What follows belongs to an exercise in optimizing a design on an open flow for small area, a short achievable clock period and few clock cycles; a production flow would make more cautious choices.
In this exercise RTL edits were held to simulation tests only and were not proved equivalent to the original.
The clock input has no modelled driver; a real chip could not lean on it and would need a root buffer or a full tree.
Power figures rest on the tool's default switching activity, not on a simulated workload.

Design wildcard_name_matcher, start of the top module:
module wildcard_name_matcher (
    input  logic       i_clk,
    input  logic       i_rst_n,
    input  logic       i_valid,
    output logic       o_ready,
    input  logic       i_cmd,
    input  logic [7:0] i_ch,
    input  logic       i_last,
    output logic       o_valid,
    input  logic       i_ready,
    output logic       o_matched,
    output logic       o_pattern_overflow
);
    localparam int N  = wnm_pkg::MAX_PATTERN;
    localparam int LW = wnm_pkg::LEN_W;
    logic [LW-1:0]  r_cnt;            
    logic [LW-1:0]  r_len;            
    logic           r_lstar;          
    logic           r_ovf;
    logic           r_load_restart;
    logic           r_name_restart;
    logic [N:0]     r_act;
    logic           in_fire;
    logic           out_busy;         
    logic           ch_swap;
    logic [7:0]     ch_code;
    logic           r_shift;
    logic           r_shift_new;      
    logic [7:0]     r_in_ch;
    logic           r_nm_v;
    logic           r_nm_first;
    logic           r_nm_last;
    logic           load_fire;
    logic           name_fire;
    logic           ch_star;
    logic [LW-1:0]  ld_cnt;
    logic           ld_lstar;
    logic           ld_ovf;
    logic           ld_room;
    logic           store;
    logic [7:0]     d   [N+1];
    logic [N-1:0]   hit;
    logic [N-1:0]   star;
    logic [N:0]     start;
    logic [N:0]     cur;
    logic [N:0]     closed;
    logic [N:0]     step;
    logic           push;
    wnm_pkg::t_result push_data;
    wnm_pkg::t_result out_data;
    assign in_fire   = i_valid && !out_busy;
  ...
Size: roughly 330 flip-flops, about 18 I/O pins, roughly 15000 sq um of cells after synthesis.
==> flow/config.mk <==
export PLATFORM = sky130hd
export DESIGN_NAME = wildcard_name_matcher
export DESIGN_NICKNAME = wildcard_name_matcher
export VERILOG_FILES = /design/flow/design.v
export SDC_FILE = /design/flow/constraint.sdc
export NUM_CORES = 4
export LEC_CHECK = 0
export CAP_MARGIN = 20
export CORE_MARGIN = 2
export CORE_UTILIZATION = 40
export SETUP_SLACK_MARGIN = 3.1
export SLEW_MARGIN = 20
export TNS_END_PERCENT = 50
==> flow/constraint.sdc <==
create_clock -name core_clock -period 5.0 [get_ports {i_clk}]
set_input_delay 1.0000 -clock core_clock [delete_from_list [all_inputs] [get_ports {i_clk}]]
set_output_delay 1.0000 -clock core_clock [all_outputs]
set_load 0.01 [all_outputs]
standard.sh (not shown) runs the stock make flow with config.mk's settings and CLKGATE_MAP_FILE= SYNTH_SCRIPT=/design/flow/synth_recipe.tcl, a recipe that flattens the netlist after the stock synthesis.
==> flow/flow/run.sh <==
#!/bin/bash
# The standard layout (standard.sh), except that
# - the ports are buffered with sky130_fd_sc_hd__buf_4, not the cell
#   buffer_ports picks by default;
# - the clock tree is built by flow/clock_tree.tcl in place of
#   clock_tree_synthesis: four root buffers on the clock port, each driving the
#   leaf buffers of the flip-flop groups near it.
set -euo pipefail
bash standard.sh synth > synth.log 2>&1
bash standard.sh 'BUFFER_PORTS_ARGS=-buffer_cell sky130_fd_sc_hd__buf_4' "PRE_CTS_TCL=$PWD/flow/clock_tree.tcl" finish > layout.log 2>&1
Other scripts of this flow, unchanged in this note and not shown: flow/flow/clock_tree.tcl
The baseline went through all stages and came out clean.
Testbench counts at the start, summed over its fixed seeds: cycles 32,693.
Rerun with:
--- a/flow/design.v
+++ b/flow/design.v
@@ -40,13 +40,12 @@
     input  logic             i_clk,
     input  logic             i_rst_n,
     input  logic             i_push,
     input  logic             i_push_next,
     input  wnm_pkg::t_result i_data,
     output logic             o_ready,
-    output logic             o_busy,
     output logic             o_valid,
     input  logic             i_ready,
     output wnm_pkg::t_result o_data
 );
     logic             r_res_valid;
     logic             n_res_valid;
@@ -60,20 +59,18 @@
     logic             n_skid_valid;
     wnm_pkg::t_result r_skid;
     wnm_pkg::t_result n_skid;
     logic             out_free;
     logic             res_move;
     logic             r_ready;
-    logic             r_busy;
-    logic             r_out_empty;
     logic             n_two;
     logic             n_three;
-    assign out_free = r_out_empty || i_ready;
+    assign out_free = !r_out_valid || i_ready;
     assign res_move = r_res_valid && (out_free || !r_skid_valid);
     always_comb begin
-        n_out_valid  = !r_out_empty;
+        n_out_valid  = r_out_valid;
         n_out        = ~r_out_n;
         n_skid_valid = r_skid_valid;
         n_skid       = r_skid;
         if (out_free) begin
             if (r_skid_valid) begin
                 n_out_valid  = 1'b1;
@@ -94,35 +91,30 @@
                      || (n_skid_valid && n_out_valid);
     assign n_three = n_res_valid && n_skid_valid && n_out_valid;
     always_ff @(posedge i_clk) begin
         if (!i_rst_n) begin
             r_res_valid  <= 1'b0;
             r_out_valid  <= 1'b0;
-            r_out_empty  <= 1'b1;
             r_skid_valid <= 1'b0;
             r_ready      <= 1'b1;
-            r_busy       <= 1'b0;
         end else begin
             r_res_valid  <= n_res_valid;
             r_out_valid  <= n_out_valid;
-            r_out_empty  <= !n_out_valid;
             r_skid_valid <= n_skid_valid;
             r_ready      <= !n_two || (!n_three && !i_push_next);
-            r_busy       <= n_two && (n_three || i_push_next);
         end
     end
     always_ff @(posedge i_clk) begin
         r_out   <= n_out;
         r_out_n <= ~n_out;
         r_skid  <= n_skid;
         if (i_push) begin
             r_res <= i_data;
         end
     end
     assign o_ready = r_ready;
-    assign o_busy  = r_busy;
     assign o_valid = r_out_valid;
     assign o_data  = r_out;
 endmodule
 `timescale 1ns / 1ps
 module wildcard_name_matcher (
     input  logic       i_clk,
@@ -144,13 +136,12 @@
     logic           r_lstar;          
     logic           r_ovf;
     logic           r_load_restart;
     logic           r_name_restart;
     logic [N:0]     r_act;
     logic           in_fire;
-    logic           out_busy;         
     logic           ch_swap;
     logic [7:0]     ch_code;
     logic           r_shift;
     logic           r_shift_new;      
     logic [7:0]     r_in_ch;
     logic           r_nm_v;
@@ -171,13 +162,13 @@
     logic [N:0]     cur;
     logic [N:0]     closed;
     logic [N:0]     step;
     logic           push;
     wnm_pkg::t_result push_data;
     wnm_pkg::t_result out_data;
-    assign in_fire   = i_valid && !out_busy;
+    assign in_fire   = i_valid && o_ready;
     assign load_fire = in_fire && (i_cmd == wnm_pkg::CMD_LOAD);
     assign name_fire = in_fire && (i_cmd == wnm_pkg::CMD_NAME);
     assign ch_star   = (i_ch == wnm_pkg::ANY_RUN);
     assign ch_swap   = (i_ch[7:5] == 3'b001) && i_ch[3] && (i_ch[1:0] == 2'b11) && (i_ch[4] == i_ch[2]);
     assign ch_code   = ch_swap ? (i_ch ^ 8'b0001_0100) : i_ch;
     assign ld_cnt   = r_load_restart ? '0 : r_cnt;
@@ -269,13 +260,12 @@
         .i_clk       (i_clk),
         .i_rst_n     (i_rst_n),
         .i_push      (push),
         .i_push_next (name_fire && i_last),
         .i_data      (push_data),
         .o_ready     (o_ready),
-        .o_busy      (out_busy),
         .o_valid     (o_valid),
         .i_ready     (i_ready),
         .o_data      (out_data)
     );
     assign o_matched          = out_data.matched;
     assign o_pattern_overflow = out_data.pattern_overflow;
The changed run ran to the end with no violations. Via count is lower by 0.47%. Fmax stays flat. Worst hold slack improved by 31 ps. Cell area is lower by 0.87%. Die area stays flat. Combinational power is lower by about 2%. Sequential power is about the same. Total power is lower by 1.3%. Clock power is lower by about 3%. Synthesized cell count stays flat. Critical path depth is unchanged. Clock skew is higher by 14 ps. Wire length is lower by 0.81%. Register-to-register slack barely changes.
Testbench counts after the change, summed over its fixed seeds: cycles 32,693.
In every run of this note, the design's own scripts or RTL, not TritonCTS, make the clock network.

---

wildcard_name_matcher again, from the RTL that the note above started with.
clock: 5.0 ns
lec_check: 0
cap_margin: 20
core_margin: 2
core_utilization: 40
setup_slack_margin: 3.15
slew_margin: 20
tns_end_percent: 50
Scripts as last shown in full above: flow/flow/run.sh
Other scripts of this flow, unchanged in this note and not shown: flow/flow/clock_tree.tcl
Testbench counts at the start, summed over its fixed seeds: cycles 32,693.
Next try:
--- a/flow/design.v
+++ b/flow/design.v
@@ -35,50 +35,47 @@
     assign o_star = wild && !r_byte[0];
     assign o_hit  = (wild && r_byte[0]) || (r_byte == i_ch);
 endmodule
 `timescale 1ns / 1ps
 module wnm_out_skid (
     input  logic             i_clk,
     input  logic             i_rst_n,
     input  logic             i_push,
     input  logic             i_push_next,
     input  wnm_pkg::t_result i_data,
     output logic             o_ready,
-    output logic             o_busy,
     output logic             o_valid,
     input  logic             i_ready,
     output wnm_pkg::t_result o_data
 );
     logic             r_res_valid;
     logic             n_res_valid;
     wnm_pkg::t_result r_res;
     logic             r_out_valid;
     logic             n_out_valid;
     wnm_pkg::t_result r_out;
     wnm_pkg::t_result r_out_n;
     wnm_pkg::t_result n_out;
     logic             r_skid_valid;
     logic             n_skid_valid;
     wnm_pkg::t_result r_skid;
     wnm_pkg::t_result n_skid;
     logic             out_free;
     logic             res_move;
     logic             r_ready;
-    logic             r_busy;
-    logic             r_out_empty;
     logic             n_two;
     logic             n_three;
-    assign out_free = r_out_empty || i_ready;
+    assign out_free = !r_out_valid || i_ready;
     assign res_move = r_res_valid && (out_free || !r_skid_valid);
     always_comb begin
-        n_out_valid  = !r_out_empty;
+        n_out_valid  = r_out_valid;
         n_out        = ~r_out_n;
         n_skid_valid = r_skid_valid;
         n_skid       = r_skid;
         if (out_free) begin
             if (r_skid_valid) begin
                 n_out_valid  = 1'b1;
                 n_out        = r_skid;
                 n_skid_valid = r_res_valid;
                 n_skid       = r_res;
             end else begin
                 n_out_valid  = r_res_valid;
@@ -89,45 +86,40 @@
             n_skid       = r_res;
         end
     end
     assign n_res_valid = i_push || (r_res_valid && !res_move);
     assign n_two   = (n_res_valid && n_skid_valid) || (n_res_valid && n_out_valid)
                      || (n_skid_valid && n_out_valid);
     assign n_three = n_res_valid && n_skid_valid && n_out_valid;
     always_ff @(posedge i_clk) begin
         if (!i_rst_n) begin
             r_res_valid  <= 1'b0;
             r_out_valid  <= 1'b0;
-            r_out_empty  <= 1'b1;
             r_skid_valid <= 1'b0;
             r_ready      <= 1'b1;
-            r_busy       <= 1'b0;
         end else begin
             r_res_valid  <= n_res_valid;
             r_out_valid  <= n_out_valid;
-            r_out_empty  <= !n_out_valid;
             r_skid_valid <= n_skid_valid;
             r_ready      <= !n_two || (!n_three && !i_push_next);
-            r_busy       <= n_two && (n_three || i_push_next);
         end
     end
     always_ff @(posedge i_clk) begin
         r_out   <= n_out;
         r_out_n <= ~n_out;
         r_skid  <= n_skid;
         if (i_push) begin
             r_res <= i_data;
         end
     end
     assign o_ready = r_ready;
-    assign o_busy  = r_busy;
     assign o_valid = r_out_valid;
     assign o_data  = r_out;
 endmodule
 `timescale 1ns / 1ps
 module wildcard_name_matcher (
     input  logic       i_clk,
     input  logic       i_rst_n,
     input  logic       i_valid,
     output logic       o_ready,
     input  logic       i_cmd,
     input  logic [7:0] i_ch,
@@ -139,23 +131,22 @@
 );
     localparam int N  = wnm_pkg::MAX_PATTERN;
     localparam int LW = wnm_pkg::LEN_W;
     logic [LW-1:0]  r_cnt;            
     logic [LW-1:0]  r_len;            
     logic           r_lstar;          
     logic           r_ovf;
     logic           r_load_restart;
     logic           r_name_restart;
     logic [N:0]     r_act;
     logic           in_fire;
-    logic           out_busy;         
     logic           ch_swap;
     logic [7:0]     ch_code;
     logic           r_shift;
     logic           r_shift_new;      
     logic [7:0]     r_in_ch;
     logic           r_nm_v;
     logic           r_nm_first;
     logic           r_nm_last;
     logic           load_fire;
     logic           name_fire;
     logic           ch_star;
@@ -166,23 +157,23 @@
     logic           store;
     logic [7:0]     d   [N+1];
     logic [N-1:0]   hit;
     logic [N-1:0]   star;
     logic [N:0]     start;
     logic [N:0]     cur;
     logic [N:0]     closed;
     logic [N:0]     step;
     logic           push;
     wnm_pkg::t_result push_data;
     wnm_pkg::t_result out_data;
-    assign in_fire   = i_valid && !out_busy;
+    assign in_fire   = i_valid && o_ready;
     assign load_fire = in_fire && (i_cmd == wnm_pkg::CMD_LOAD);
     assign name_fire = in_fire && (i_cmd == wnm_pkg::CMD_NAME);
     assign ch_star   = (i_ch == wnm_pkg::ANY_RUN);
     assign ch_swap   = (i_ch[7:5] == 3'b001) && i_ch[3] && (i_ch[1:0] == 2'b11) && (i_ch[4] == i_ch[2]);
     assign ch_code   = ch_swap ? (i_ch ^ 8'b0001_0100) : i_ch;
     assign ld_cnt   = r_load_restart ? '0 : r_cnt;
     assign ld_lstar = !r_load_restart && r_lstar;
     assign ld_ovf   = !r_load_restart && r_ovf;
     assign ld_room  = (ld_cnt < LW'(N));
     assign store    = load_fire && ld_room && !(ch_star && ld_lstar);
     always_ff @(posedge i_clk) begin
@@ -264,19 +255,18 @@
     end
     assign push                       = r_nm_v && r_nm_last;
     assign push_data.matched          = step[0] || (step[1] && star[0]);
     assign push_data.pattern_overflow = r_ovf;
     wnm_out_skid u_out (
         .i_clk       (i_clk),
         .i_rst_n     (i_rst_n),
         .i_push      (push),
         .i_push_next (name_fire && i_last),
         .i_data      (push_data),
         .o_ready     (o_ready),
-        .o_busy      (out_busy),
         .o_valid     (o_valid),
         .i_ready     (i_ready),
         .o_data      (out_data)
     );
     assign o_matched          = out_data.matched;
     assign o_pattern_overflow = out_data.pattern_overflow;
 endmodule
Outcome:
- die area is about the same
- first-iteration DRC count is higher by 16%
- worst setup slack is worse by 0.017 ns
- power is lower by 1.1%
- maximum frequency came out lower by 0.92%
Testbench counts after the change, summed over its fixed seeds: cycles 32,693.
In every run of this note, the design's own scripts or RTL, not TritonCTS, make the clock network.

## what the ideal ports hide
Ports are ideal in the flow. The routed layouts listed here were re-timed in OpenROAD. Step 1 sets driving cells, clkbuf_16 on the clock port and buf_2 on the other inputs (assumed; they add their load-dependent delay and slew). Step 2, shift: input delay + t, output delay - t, t = (earliest + latest rising clock arrival at the registers) / 2. This alone moves slack from input paths to output paths. Slacks: ideal / step 1 / step 2; pairs: ideal / step 1.
| run | t (ns) | setup slack, ns | worst hold slack (ns) | worst setup path after step 2 | worst data-port slew with drivers (ns) |
|---|---|---|---|---|---|
| the first run of note 1 | 0.421 | 3.167 / 3.140 / 2.844 | 0.370 / 0.370 / 0.370 | input to register | 0.04 |
| the second run of note 1 | 0.422 | 3.170 / 3.078 / 2.876 | 0.401 / 0.401 / 0.401 | input to register | 0.03 |
| the first run of note 2 | 0.420 | 3.187 / 3.145 / 2.853 | 0.363 / 0.363 / 0.363 | input to register | 0.04 |
| the second run of note 2 | 0.420 | 3.170 / 3.078 / 2.873 | 0.410 / 0.410 / 0.410 | input to register | 0.03 |
After both steps setup and hold are still met in every run listed. The setup slack of the first run of note 2, which loses most, moves by -0.042 ns with the drivers and by -0.334 ns with both steps.
